This is an optimization exercise on Yosys and OpenROAD, whose aim is a short achievable clock period, not a production implementation.
Where RTL was checked, it was by simulation tests only, not by an equivalence proof against the original.
Power is estimated from default activity; no workload was simulated.

==> run H <==
// stack_cpu
module stack_cpu
(
  input  logic        clk,
  input  logic        rst_n,
  output logic [15:0] imem_addr,
  input  logic [15:0] insn,
  output logic [15:0] dmem_addr,
  output logic [15:0] dmem_wdata,
  output logic        dmem_we,
  output logic        dmem_re,
  output logic        dmem_byte,
  input  logic [15:0] dmem_rdata
);
Settings: LEC_CHECK=0, CAP_MARGIN=20, CORE_MARGIN=2, CORE_UTILIZATION=40, PLACE_DENSITY=0.6, SLEW_MARGIN=20; clock period 12.5 ns.
run.sh (not shown) runs the stock make flow with config.mk's settings and CLKGATE_MAP_FILE= SYNTH_SCRIPT=/design/flow/synth_recipe.tcl, a recipe that flattens the netlist after the stock synthesis.
==> inputs of run D, as changes to run H <==
--- a/flow/config.mk
+++ b/flow/config.mk
@@ -5,8 +5,10 @@
 export SDC_FILE = /design/flow/constraint.sdc
 export NUM_CORES = 4
 export LEC_CHECK = 0
+export ABC_CLOCK_PERIOD_IN_PS = 2000
 export CAP_MARGIN = 20
 export CORE_MARGIN = 2
 export CORE_UTILIZATION = 40
 export PLACE_DENSITY = 0.6
+export SETUP_SLACK_MARGIN = 5
 export SLEW_MARGIN = 20
==> qor summary <==
Status: run D finished clean; run H finished clean
Post-route cell area: run D 0.0435 mm2; run H 0.0409 mm2
Final clock-cell share: run D 4.95%; run H 5.57%
Fraction of area in multi-input gates: run D 44.1%; run H 43.6%
Critical path buffers and inverters: run D 4; run H 2
Aggregate routed wire length: run D 129000 um; run H 125000 um
Wire length of the first global-routing pass: run D 189000 um; run H 184000 um
R2r endpoint: run D top0[11]; run H top0[14]
Global-route track usage on met1: run D 36.1%; run H 35.0%
Cell-internal power: run D 0.00445 W; run H 0.00442 W
Number of DRC markers in iteration 0: run D 3624; run H 3887
Worst setup path startpoint: run D insn[2]; run H insn[1]
Average routed wire per standard cell: run D 28.5 um; run H 28.4 um
Length of routed met3 wiring: run D 12800 um; run H 12200 um
Power Dens Cells: run D 158 mW/mm2; run H 166 mW/mm2
Antenna diode count: run D 1; run H 2
Max Used Layer: run D met5; run H met4
Maximum vdd drop: run D 0.129 mV; run H 0.130 mV
Mean number of vias per cell: run D 6.36; run H 6.34
Combinational power: run D 0.00248 W; run H 0.00223 W
Pwr Total: run D 0.00689 W; run H 0.00677 W
Final worst path period need: run D 9.29 ns; run H 11.52 ns
Least setup slack across all paths after layout: run D 3.21 ns; run H 0.977 ns
Number of antenna violations at the first check in global routing: run D 5; run H 0
Via count of the first global-routing pass: run D 27900; run H 27200

* * *

==> run a <==
Another version of the RTL of stack_cpu (not shown whole).
export LEC_CHECK = 0
export ABC_CLOCK_PERIOD_IN_PS = 2000
export CAP_MARGIN = 20
export CORE_MARGIN = 2
export CORE_UTILIZATION = 40
export PLACE_DENSITY = 0.6
export SLEW_MARGIN = 20
export SYNTH_HIERARCHICAL = 1
export SYNTH_MINIMUM_KEEP_SIZE = 0
export TNS_END_PERCENT = 10
create_clock -name core_clock -period 12.5 [get_ports {clk}]
standard.sh (not shown) runs the stock make flow with config.mk's settings and CLKGATE_MAP_FILE= SYNTH_SCRIPT=/design/flow/synth_recipe.tcl, a recipe that flattens the netlist after the stock synthesis.
==> flow/flow/run.sh <==
#!/bin/bash
set -euo pipefail
export SETUP_SLACK_MARGIN=7.5
export BUFFER_PORTS_ARGS="-buffer_cell sky130_fd_sc_hd__buf_6"
bash standard.sh > standard.log 2>&1
==> inputs of run b, as changes to run a <==
--- a/flow/design.v
+++ b/flow/design.v
@@ -55,12 +55,10 @@
 module g_aoi221 (input logic a1, a2, b1, b2, c, output logic y);  assign y = ~((a1 & a2) | (b1 & b2) | c); endmodule
 module g_nand3 (input logic a, b, c, output logic y);             assign y = ~(a & b & c);           endmodule
 module g_nand4 (input logic a, b, c, d, output logic y);          assign y = ~(a & b & c & d);       endmodule
 module g_mux2i (input logic s, a0, a1, output logic y);           assign y = ~(s ? a1 : a0);         endmodule
 module g_nor3  (input logic a, b, c, output logic y);             assign y = ~(a | b | c);           endmodule
-module g_ao22  (input logic a1, a2, b1, b2, output logic y);      assign y = (a1 & a2) | (b1 & b2);  endmodule
-module g_ao221 (input logic a1, a2, b1, b2, c, output logic y);   assign y = (a1 & a2) | (b1 & b2) | c; endmodule
 `timescale 1ns/100ps
 module add_ks10
 (
   input  logic [9:0] a,
   input  logic [9:0] x,
@@ -271,26 +269,27 @@
   input  logic [7:0][5:0]  ha,      
   input  logic [7:0][5:0]  hb,      
   input  logic [4:0]       bha,     
   input  logic [4:0]       bhb,
   input  logic             blo10,   
-  input  logic [3:0][15:0] op7,     
+  input  logic [15:0]      op7,
+  input  logic [15:0]      imm,
   output logic [15:0]      y
 );
   for (genvar k = 0; k < 10; k++)
   begin : g_lo
     logic n0, n1, n2, n3;
-    g_aoi221 u_0 (.a1(sel[0]), .a2(lo[0][k]), .b1(sel[1]), .b2(lo[1][k]), .c(op7[0][k]), .y(n0));
-    g_aoi221 u_1 (.a1(sel[2]), .a2(lo[2][k]), .b1(sel[3]), .b2(lo[3][k]), .c(op7[1][k]), .y(n1));
-    g_aoi221 u_2 (.a1(sel[4]), .a2(lo[4][k]), .b1(sel[5]), .b2(lo[5][k]), .c(op7[2][k]), .y(n2));
-    g_aoi221 u_3 (.a1(sel[7]), .a2(lo[7][k]), .b1(sel[8]), .b2(lo[8][k]), .c(op7[3][k]), .y(n3));
+    g_aoi221 u_0 (.a1(sel[0]), .a2(lo[0][k]), .b1(sel[1]), .b2(lo[1][k]), .c(op7[k]), .y(n0));
+    g_aoi221 u_1 (.a1(sel[2]), .a2(lo[2][k]), .b1(sel[3]), .b2(lo[3][k]), .c(imm[k]), .y(n1));
+    g_aoi22  u_2 (.a1(sel[4]), .a2(lo[4][k]), .b1(sel[5]), .b2(lo[5][k]), .y(n2));
+    g_aoi22  u_3 (.a1(sel[7]), .a2(lo[7][k]), .b1(sel[8]), .b2(lo[8][k]), .y(n3));
     g_nand4  u_y (.a(n0), .b(n1), .c(n2), .d(n3), .y(y[k]));
   end
   for (genvar k = 10; k < 16; k++)
   begin : g_hi
     logic [8:0] tn;
-    logic p1, p2, p3, x1n, x2n, x3n;
+    logic p1, p2, p3, x1n, x2n;
     for (genvar j = 0; j < 8; j++)
     begin : g_t
       g_aoi22 u_t (.a1(co[j]), .a2(ha[j][k-10]), .b1(con[j]), .b2(hb[j][k-10]), .y(tn[j]));
     end
     if (k == 10)
@@ -302,14 +301,13 @@
       g_aoi22 u_t8 (.a1(co[8]), .a2(bha[k-11]), .b1(con[8]), .b2(bhb[k-11]), .y(tn[8]));
     end
     g_nand3 u_p1 (.a(tn[0]), .b(tn[1]), .c(tn[2]), .y(p1));
     g_nand3 u_p2 (.a(tn[3]), .b(tn[4]), .c(tn[5]), .y(p2));
     g_nand3 u_p3 (.a(tn[6]), .b(tn[7]), .c(tn[8]), .y(p3));
-    g_nor3  u_x1 (.a(p1), .b(p2), .c(op7[0][k]), .y(x1n));
-    g_nor3  u_x2 (.a(p3), .b(op7[1][k]), .c(op7[2][k]), .y(x2n));
-    g_inv   u_x3 (.a(op7[3][k]), .y(x3n));
-    g_nand3 u_y  (.a(x1n), .b(x2n), .c(x3n), .y(y[k]));
+    g_nor2  u_x1 (.a(p1), .b(p2), .y(x1n));
+    g_nor3  u_x2 (.a(p3), .b(op7[k]), .c(imm[k]), .y(x2n));
+    g_nand2 u_y  (.a(x1n), .b(x2n), .y(y[k]));
   end
 endmodule
 module hc_gate #(parameter int W = 6)
 (
   input  logic         sel,
@@ -370,12 +368,11 @@
   input  logic [15:0] t_addz,
   input  logic [15:0] t_addnz,
   input  logic [15:0] isr,
   input  logic [15:0] c,
   input  logic [15:0] fp,
-  input  logic [15:0] imm,
-  output logic [3:0][15:0] y    
+  output logic [15:0] y
 );
   logic [3:0] d0, d1, d2, d3;
   logic [1:0][3:0] e;
   logic [1:0] es_isr, es_c, es_fp, es_t;
   dec2 u_d0 (.s(insn[1:0]), .d(d0));
@@ -387,11 +384,11 @@
     op7_sel u_sel (.insn(insn), .e(e[h]), .es_isr(es_isr[h]), .es_c(es_c[h]),
                    .es_fp(es_fp[h]), .es_t(es_t[h]));
   end
   for (genvar k = 0; k < 16; k++)
   begin : g_bit
-    logic a0, b0, a1, b1, a2, b2, a3, m0, m1, m2, m3, tn;
+    logic a0, b0, a1, b1, a2, b2, a3, m0, m1, m2, m3, n0, n1, n2, n3, tn;
     g_inv   u_tn (.a(t[k]), .y(tn));
     g_aoi22 u_a0 (.a1(d0[0]), .a2(tn_sum[k]), .b1(d0[1]), .b2(tn_dif[k]), .y(a0));
     g_aoi22 u_b0 (.a1(d0[2]), .a2(tn_and[k]), .b1(d0[3]), .b2(tn_or[k]),  .y(b0));
     g_nand2 u_m0 (.a(a0), .b(b0), .y(m0));
     g_aoi22 u_a1 (.a1(d1[0]), .a2(tn_xor[k]), .b1(d1[1]), .b2(tn_shl[k]), .y(a1));
@@ -414,14 +411,15 @@
     end
     g_aoi22 u_b2 (.a1(d2[2]), .a2(t[k]), .b1(d2[3]), .b2(n[k]), .y(b2));
     g_nand2 u_m2 (.a(a2), .b(b2), .y(m2));
     g_aoi22 u_a3 (.a1(d3[0]), .a2(t_addz[k]), .b1(d3[1]), .b2(t_addnz[k]), .y(a3));
     g_inv   u_m3 (.a(a3), .y(m3));
-    g_ao22  u_y0 (.a1(e[k/8][0]), .a2(m0), .b1(e[k/8][1]), .b2(m1), .y(y[0][k]));
-    g_ao22  u_y1 (.a1(e[k/8][2]), .a2(m2), .b1(e[k/8][3]), .b2(m3), .y(y[1][k]));
-    g_ao22  u_y2 (.a1(es_isr[k/8]), .a2(isr[k]), .b1(es_c[k/8]), .b2(c[k]), .y(y[2][k]));
-    g_ao221 u_y3 (.a1(es_fp[k/8]), .a2(fp[k]), .b1(es_t[k/8]), .b2(t[k]), .c(imm[k]), .y(y[3][k]));
+    g_aoi22 u_n0 (.a1(e[k/8][0]), .a2(m0), .b1(e[k/8][1]), .b2(m1), .y(n0));
+    g_aoi22 u_n1 (.a1(e[k/8][2]), .a2(m2), .b1(e[k/8][3]), .b2(m3), .y(n1));
+    g_aoi22 u_n2 (.a1(es_isr[k/8]), .a2(isr[k]), .b1(es_c[k/8]), .b2(c[k]), .y(n2));
+    g_aoi22 u_n3 (.a1(es_fp[k/8]), .a2(fp[k]), .b1(es_t[k/8]), .b2(t[k]), .y(n3));
+    g_nand4 u_y  (.a(n0), .b(n1), .c(n2), .d(n3), .y(y[k]));
   end
 endmodule
 module imm_pick
 (
   input  logic [15:0] insn,
@@ -854,30 +852,29 @@
   assign s_6i   = is_6 && asel == 2'd0;
   assign s_6f   = is_6 && asel == 2'd1;
   assign s_sisr = is_sys && insn[4] && !insn[0];
   assign s_sc   = is_sys && !insn[4] && !insn[0] && insn[3:2] == 2'b00;
   assign s_sfp  = is_sys && insn[3:0] == 4'b0011;
-  logic [3:0][15:0] v_op7;
-  logic [15:0] v_imm, alu_res;
+  logic [15:0] v_op7, v_imm, alu_res;
   logic [8:0]  rsel;
   logic [7:0][5:0] ha, hb;
   logic [4:0]  bha, bhb;
   op7_pick u_op7 (.insn(insn), .tn_sum(tn_sum), .tn_dif(tn_dif),
                   .tn_and(tn_and), .tn_or(tn_or), .tn_xor(tn_xor),
                   .tn_shl(tn_shl), .tn_shr(tn_shr), .tn_eq(tn_eq), .tn_lt(tn_lt),
                   .t(top0), .n(top1), .t_addz(t_addz),
-                  .t_addnz(t_addnz), .isr(isr), .c(ctop), .fp(fp), .imm(v_imm),
+                  .t_addnz(t_addnz), .isr(isr), .c(ctop), .fp(fp),
                   .y(v_op7));
   imm_pick u_imm (.insn(insn), .s_ip2(s_ip2), .ip2(ip2), .y(v_imm));
   assign rsel = {sel[8:1], sel[0] || sel[6]};
   for (genvar j = 0; j < 8; j++)
   begin : g_hg
     hc_gate #(.W(6)) u_hg (.sel(sel[j]), .hc0(hc0[j]), .hc1(hc1[j]), .ha(ha[j]), .hb(hb[j]));
   end
   hc_gate #(.W(5)) u_hg_br (.sel(sel[8]), .hc0(bhc0), .hc1(bhc1), .ha(bha), .hb(bhb));
   res_mux u_res (.sel(rsel), .lo(lo), .co(co), .con(con), .ha(ha), .hb(hb), .bha(bha), .bhb(bhb),
-                 .blo10(blo10), .op7(v_op7), .y(alu_res));
+                 .blo10(blo10), .op7(v_op7), .imm(v_imm), .y(alu_res));
   logic push, pop, load_stk, wr1, rd, wr, byt, cpush, cpop;
   assign push     = is_lit || op == 4'b0010 || (is_w && !insn[0]) || op == 4'b0101 ||
                     (op == 4'b0111 && insn[7]);
   assign pop      = is_jc || op == 4'b0011 || (is_w && insn[0]) || (is_alu && insn[6]) ||
                     (is_sys && insn[2]) || (is_sys && insn[4] && insn[0]);
==> notes <==
- Clock power: run a is higher than run b (about 3%).
- Of run b and run a, run b has the higher first-iteration DRC count (gap 9.5%, measured against run a).
- Between run a and run b, the lower sequential share of layout area is in run b (gap 0.38 points).
- Synthesized cell count: run b is higher than run a (0.27%).
- Register-to-register slack is about the same in run b and run a.
- In run b the routed wire length is higher than in run a, by 2.0%.
Function was not checked in any run of this note: the RTL went through the layout flow alone.

[static timing again, ports no longer ideal]
In the flow no input, the clock included, has a driving cell. The finished layouts below were timed again as built, in two steps. Step 1: set_driving_cell puts a clkbuf_16 on clk and a buf_2 on each other input, an assumption about the parent block. Step 2 also shifts input and output timing later by t, the mid clock arrival at the registers, as if the neighbouring blocks saw the same clock. Slacks: ideal ports / drivers / drivers and shift; pairs: ideal ports / drivers.
run	t (ns)	setup WS [ns]	worst setup path at the end
run H	0.684	0.977 / 0.957 / 0.957	input to output
run D	0.677	3.206 / 3.168 / 3.168	input to output
run a	0.685	5.458 / 5.153 / 5.153	input to output
run b	0.709	5.480 / 5.006 / 5.006	input to output
After both steps every run listed still meets setup and hold. For run b, which loses most, drivers alone change the setup slack by -0.474 ns; drivers and shift together by -0.474 ns.
